Context: an optimization exercise on an open-source flow, tuned for a short achievable clock period and few clock cycles per item. The choices shown serve that exercise and are no tape-out recipe. RTL that was checked went through simulation tests only; none was proved equivalent to the original.

== Q ==
Design switch_top, start of the top module:
module switch_top #(
	parameter int FIFO_DEPTH = 17
) (
	input wire logic to,
	input wire logic rst_n,
	input wire logic noc_to_dev_ctl,
	input wire logic [switch_pkg::BYTE_W-1:0] noc_to_dev_data,
	output logic [switch_pkg::NUM_PORTS-1:0] dev_tx_ctl,
	output logic [switch_pkg::NUM_PORTS-1:0][switch_pkg::BYTE_W-1:0] dev_tx_data,
	input wire logic [switch_pkg::NUM_PORTS-1:0] dev_rx_ctl,
	input wire logic [switch_pkg::NUM_PORTS-1:0][switch_pkg::BYTE_W-1:0] dev_rx_data,
	output logic noc_from_dev_ctl,
	output logic [switch_pkg::BYTE_W-1:0] noc_from_dev_data
);
Size: roughly 2700 cells after synthesis, ~1100 flip-flops, roughly 92 I/O pins, about 42000 sq um of cells after synthesis.
==> module resp_queue, before the edit <==
module resp_queue #(
	parameter int FIFO_DEPTH = 17,
	parameter int PKT_DEPTH = 9
) (
	input wire logic to,
	input wire logic rst_n,
	input wire logic dev_rx_ctl,
	input wire logic [switch_pkg::BYTE_W-1:0] dev_rx_data,
	input wire logic rd,
	input wire logic start,
	output logic [switch_pkg::BYTE_W:0] head,
	output logic head_last,
	output logic pkt_avail,
	output logic pkt_is_read
);
	logic in_pkt;
	logic rx_ctl_n;
	logic [switch_pkg::BYTE_W-1:0] rx_data;
	logic [switch_pkg::BYTE_W:0] rx_flit;
	logic rx_cmd;
	logic rx_nop;
	logic rx_read;
	logic acc;
	logic push;
	logic [PKT_DEPTH-1:0] pv;
	logic [PKT_DEPTH-1:0] pc;
	logic [PKT_DEPTH-1:0] sv;
	logic [PKT_DEPTH-1:0] sc;
	logic [PKT_DEPTH-1:0] wj;
	always_ff @(posedge to or negedge rst_n) begin
		if (!rst_n) begin
			rx_ctl_n <= 1'b0;
			rx_data <= switch_pkg::NOP_DATA;
			rx_cmd <= 1'b0;
			rx_nop <= 1'b1;
			rx_read <= 1'b0;
		end else begin
			rx_ctl_n <= !dev_rx_ctl;
			rx_data <= dev_rx_data;
			rx_cmd <= switch_pkg::is_cmd({dev_rx_ctl, dev_rx_data});
			rx_nop <= switch_pkg::is_nop({dev_rx_ctl, dev_rx_data});
			rx_read <= (dev_rx_data[2:0] == switch_pkg::op_read_resp);
		end
	end
	assign rx_flit = {!rx_ctl_n, rx_data};
	assign acc = in_pkt || rx_cmd;
	assign push = !in_pkt && rx_cmd;
	always_ff @(posedge to or negedge rst_n) begin
		if (!rst_n) begin
			in_pkt <= 1'b0;
		end else if (in_pkt) begin
			if (rx_nop) in_pkt <= 1'b0;
		end else if (rx_cmd) begin
			in_pkt <= 1'b1;
		end
	end
	flit_fifo #(
		.DEPTH (FIFO_DEPTH)
	) i_flit_fifo (
		.to         (to),
		.rst_n      (rst_n),
		.wdata      (rx_flit),
		.wlast      (rx_nop),
		.adv        (acc),
		.rd         (rd),
		.head       (head),
		.head_last  (head_last)
	);
	always_comb begin
		for (int j = 0; j < PKT_DEPTH; j++) begin
			sv[j] = start ? ((j == PKT_DEPTH-1) ? 1'b0 : pv[(j+1)%PKT_DEPTH]) : pv[j];
			sc[j] = start ? ((j == PKT_DEPTH-1) ? 1'b0 : pc[(j+1)%PKT_DEPTH]) : pc[j];
		end
		for (int j = 0; j < PKT_DEPTH; j++) begin
			wj[j] = push && !sv[j] && ((j == 0) ? 1'b1 : sv[(j+PKT_DEPTH-1)%PKT_DEPTH]);
		end
	end
	always_ff @(posedge to or negedge rst_n) begin
		if (!rst_n) begin
			pv <= '0;
			pc <= '0;
		end else begin
			pv <= sv | wj;
			for (int j = 0; j < PKT_DEPTH; j++) begin
				pc[j] <= wj[j] ? rx_read : sc[j];
			end
		end
	end
	assign pkt_avail = pv[0];
	assign pkt_is_read = pc[0];
endmodule
==> module dest_router, before the edit <==
module dest_router (
	input wire logic to,
	input wire logic rst_n,
	input wire logic noc_to_dev_ctl,
	input wire logic [switch_pkg::BYTE_W-1:0] noc_to_dev_data,
	output logic [switch_pkg::NUM_PORTS-1:0] dev_tx_ctl,
	output logic [switch_pkg::NUM_PORTS-1:0][switch_pkg::BYTE_W-1:0] dev_tx_data
);
	logic st_cmd;
	logic st_dest;
	logic st_fwd;
	switch_pkg::port_sel_t sel;
	switch_pkg::port_sel_t sel_nxt;
	switch_pkg::port_sel_t dest_dec;
	logic [switch_pkg::BYTE_W:0] in_flit;
	logic [switch_pkg::BYTE_W:0] dly1;
	logic in_cmd;
	logic in_nop;
	logic take_dest;
	logic clear;
	switch_pkg::port_sel_t tx_ctl_n;
	assign in_flit = {noc_to_dev_ctl, noc_to_dev_data};
	assign in_cmd = switch_pkg::is_cmd(in_flit);
	assign in_nop = switch_pkg::is_nop(in_flit);
	always_comb begin
		for (int k = 0; k < switch_pkg::NUM_PORTS; k++) begin
			dest_dec[k] = (noc_to_dev_data == switch_pkg::DEV_ID_BASE + switch_pkg::BYTE_W'(k));
		end
	end
	assign take_dest = st_dest && !noc_to_dev_ctl;
	assign clear = !st_dest && in_cmd;
	assign sel_nxt = take_dest ? dest_dec : (clear ? '0 : sel);
	always_ff @(posedge to or negedge rst_n) begin
		if (!rst_n) begin
			st_cmd <= 1'b1;
			st_dest <= 1'b0;
			st_fwd <= 1'b0;
			sel <= '0;
		end else begin
			st_cmd <= (st_cmd && !in_cmd) || ((st_dest || st_fwd) && in_nop);
			st_dest <= (st_dest && noc_to_dev_ctl && !in_nop) || clear;
			st_fwd <= take_dest || (st_fwd && !noc_to_dev_ctl);
			sel <= sel_nxt;
		end
	end
	always_ff @(posedge to) begin
		dly1 <= in_flit;
	end
	always_ff @(posedge to or negedge rst_n) begin
		if (!rst_n) begin
			tx_ctl_n <= '0;
			dev_tx_data <= '0;
		end else begin
			for (int k = 0; k < switch_pkg::NUM_PORTS; k++) begin
				tx_ctl_n[k] <= sel_nxt[k] && !dly1[switch_pkg::BYTE_W];
				dev_tx_data[k] <= sel_nxt[k] ? dly1[switch_pkg::BYTE_W-1:0] : switch_pkg::NOP_DATA;
			end
		end
	end
	assign dev_tx_ctl = ~tx_ctl_n;
endmodule
==> flow/config.mk <==
export PLATFORM = sky130hd
export DESIGN_NAME = switch_top
export DESIGN_NICKNAME = switch_top
export VERILOG_FILES = /design/flow/design.v
export SDC_FILE = /design/flow/constraint.sdc
export NUM_CORES = 4
export LEC_CHECK = 0
export ABC_CLOCK_PERIOD_IN_PS = 2000
export CAP_MARGIN = 20
export CORE_MARGIN = 2
export CORE_UTILIZATION = 60
export CTS_BUF_LIST = sky130_fd_sc_hd__clkbuf_16
export CTS_CLUSTER_DIAMETER = 100
export CTS_CLUSTER_SIZE = 30
export PLACE_DENSITY = 0.7
export SETUP_SLACK_MARGIN = 2.4
export SLEW_MARGIN = 20
export TNS_END_PERCENT = 100
==> flow/constraint.sdc <==
create_clock -name core_clock -period 4.5 [get_ports {to}]
set_input_delay 0.9000 -clock core_clock [delete_from_list [all_inputs] [get_ports {to}]]
set_output_delay 0.9000 -clock core_clock [all_outputs]
set_load 0.01 [all_outputs]
run.sh (not shown) runs the stock make flow with config.mk's settings and CLKGATE_MAP_FILE= SYNTH_SCRIPT=/design/flow/synth_recipe.tcl, a recipe that flattens the netlist after the stock synthesis.
Testbench counts of Q, summed over its fixed seeds: cycles 7,595, items 1,536.
[inputs] R vs Q
--- a/flow/design.v
+++ b/flow/design.v
@@ -120,22 +120,19 @@
 	logic [PKT_DEPTH-1:0] wj;
 	always_ff @(posedge to or negedge rst_n) begin
 		if (!rst_n) begin
 			rx_ctl_n <= 1'b0;
 			rx_data <= switch_pkg::NOP_DATA;
-			rx_cmd <= 1'b0;
-			rx_nop <= 1'b1;
-			rx_read <= 1'b0;
 		end else begin
 			rx_ctl_n <= !dev_rx_ctl;
 			rx_data <= dev_rx_data;
-			rx_cmd <= switch_pkg::is_cmd({dev_rx_ctl, dev_rx_data});
-			rx_nop <= switch_pkg::is_nop({dev_rx_ctl, dev_rx_data});
-			rx_read <= (dev_rx_data[2:0] == switch_pkg::op_read_resp);
 		end
 	end
 	assign rx_flit = {!rx_ctl_n, rx_data};
+	assign rx_cmd = switch_pkg::is_cmd(rx_flit);
+	assign rx_nop = switch_pkg::is_nop(rx_flit);
+	assign rx_read = (rx_data[2:0] == switch_pkg::op_read_resp);
 	assign acc = in_pkt || rx_cmd;
 	assign push = !in_pkt && rx_cmd;
 	always_ff @(posedge to or negedge rst_n) begin
 		if (!rst_n) begin
 			in_pkt <= 1'b0;
@@ -286,44 +283,59 @@
 	input wire logic noc_to_dev_ctl,
 	input wire logic [switch_pkg::BYTE_W-1:0] noc_to_dev_data,
 	output logic [switch_pkg::NUM_PORTS-1:0] dev_tx_ctl,
 	output logic [switch_pkg::NUM_PORTS-1:0][switch_pkg::BYTE_W-1:0] dev_tx_data
 );
-	logic st_cmd;
-	logic st_dest;
-	logic st_fwd;
+	switch_pkg::route_state_e state;
+	switch_pkg::route_state_e state_nxt;
 	switch_pkg::port_sel_t sel;
 	switch_pkg::port_sel_t sel_nxt;
 	switch_pkg::port_sel_t dest_dec;
 	logic [switch_pkg::BYTE_W:0] in_flit;
 	logic [switch_pkg::BYTE_W:0] dly1;
-	logic in_cmd;
-	logic in_nop;
-	logic take_dest;
-	logic clear;
 	switch_pkg::port_sel_t tx_ctl_n;
 	assign in_flit = {noc_to_dev_ctl, noc_to_dev_data};
-	assign in_cmd = switch_pkg::is_cmd(in_flit);
-	assign in_nop = switch_pkg::is_nop(in_flit);
 	always_comb begin
 		for (int k = 0; k < switch_pkg::NUM_PORTS; k++) begin
 			dest_dec[k] = (noc_to_dev_data == switch_pkg::DEV_ID_BASE + switch_pkg::BYTE_W'(k));
 		end
 	end
-	assign take_dest = st_dest && !noc_to_dev_ctl;
-	assign clear = !st_dest && in_cmd;
-	assign sel_nxt = take_dest ? dest_dec : (clear ? '0 : sel);
+	always_comb begin
+		state_nxt = state;
+		sel_nxt = sel;
+		case (state)
+			switch_pkg::rt_wait_cmd: begin
+				if (switch_pkg::is_cmd(in_flit)) begin
+					sel_nxt = '0;
+					state_nxt = switch_pkg::rt_wait_dest;
+				end
+			end
+			switch_pkg::rt_wait_dest: begin
+				if (!in_flit[switch_pkg::BYTE_W]) begin
+					sel_nxt = dest_dec;
+					state_nxt = switch_pkg::rt_forward;
+				end else if (switch_pkg::is_nop(in_flit)) begin
+					state_nxt = switch_pkg::rt_wait_cmd;
+				end
+			end
+			switch_pkg::rt_forward: begin
+				if (switch_pkg::is_cmd(in_flit)) begin
+					sel_nxt = '0;
+					state_nxt = switch_pkg::rt_wait_dest;
+				end else if (switch_pkg::is_nop(in_flit)) begin
+					state_nxt = switch_pkg::rt_wait_cmd;
+				end
+			end
+			default: state_nxt = switch_pkg::rt_wait_cmd;
+		endcase
+	end
 	always_ff @(posedge to or negedge rst_n) begin
 		if (!rst_n) begin
-			st_cmd <= 1'b1;
-			st_dest <= 1'b0;
-			st_fwd <= 1'b0;
+			state <= switch_pkg::rt_wait_cmd;
 			sel <= '0;
 		end else begin
-			st_cmd <= (st_cmd && !in_cmd) || ((st_dest || st_fwd) && in_nop);
-			st_dest <= (st_dest && noc_to_dev_ctl && !in_nop) || clear;
-			st_fwd <= take_dest || (st_fwd && !noc_to_dev_ctl);
+			state <= state_nxt;
 			sel <= sel_nxt;
 		end
 	end
 	always_ff @(posedge to) begin
 		dly1 <= in_flit;
## What came out
A launching element of the worst setup path of g_queue[3].i_resp_queue.rx_data[7] is what R shows, while i_resp_scheduler.sel[1] belongs to Q.
Comparing R and Q, the lower count of clock-buffer cells in the layout was measured on R.
Compared to Q, the router laid down more metal wire for R.
From Q to R, number of endpoints with negative hold slack in the final report did not move at all.
When R is measured against Q, its cell area after layout turns out 2000 sq um higher.
Q → R: final core utilization now larger; final cycle utilization of the critical path now larger.
Looking at slowest cell on the critical path, the sky130_fd_sc_hd__or4_4 result is from R; the sky130_fd_sc_hd__dfrtp_2 one comes from Q.
For R, only the layout was checked, not whether the RTL still works.

==> separate check: timing with driven ports <==
The results above use ideal ports. As a check the final layouts listed here were re-extracted and re-timed, cells and wires unchanged.
Step 1 (the two cells are an assumption about what drives the block):
set clk [get_ports {to}]
set_driving_cell -lib_cell sky130_fd_sc_hd__clkbuf_16 $clk
set_driving_cell -lib_cell sky130_fd_sc_hd__buf_2 [delete_from_list [all_inputs] $clk]
Step 2 moves the port delays by t, midway between the first and last clock arrival at a register: inputs arrive t later, outputs are due t later. That takes back most of the time a late clock gives input paths.
Slacks: ideal / step 1 / step 2; pairs: ideal / step 1.
| run | t, ns | setup WS [ns] | latest minus earliest clock arrival (ns) | slew at the worst register clock pin (ns) | worst data-port slew with drivers (ns) |
|---|---|---|---|---|---|
| Q | 0.681 | 2.331 / 2.331 / 1.788 | 0.028 / 0.028 | 0.12 / 0.12 | 0.05 |
| R | 0.695 | 2.233 / 2.233 / 1.759 | 0.032 / 0.032 | 0.12 / 0.12 | 0.08 |
After both steps setup and hold are still met in every run listed. The setup slack of Q, which loses most, moves by 0.000 ns with the drivers and by -0.543 ns with both steps.
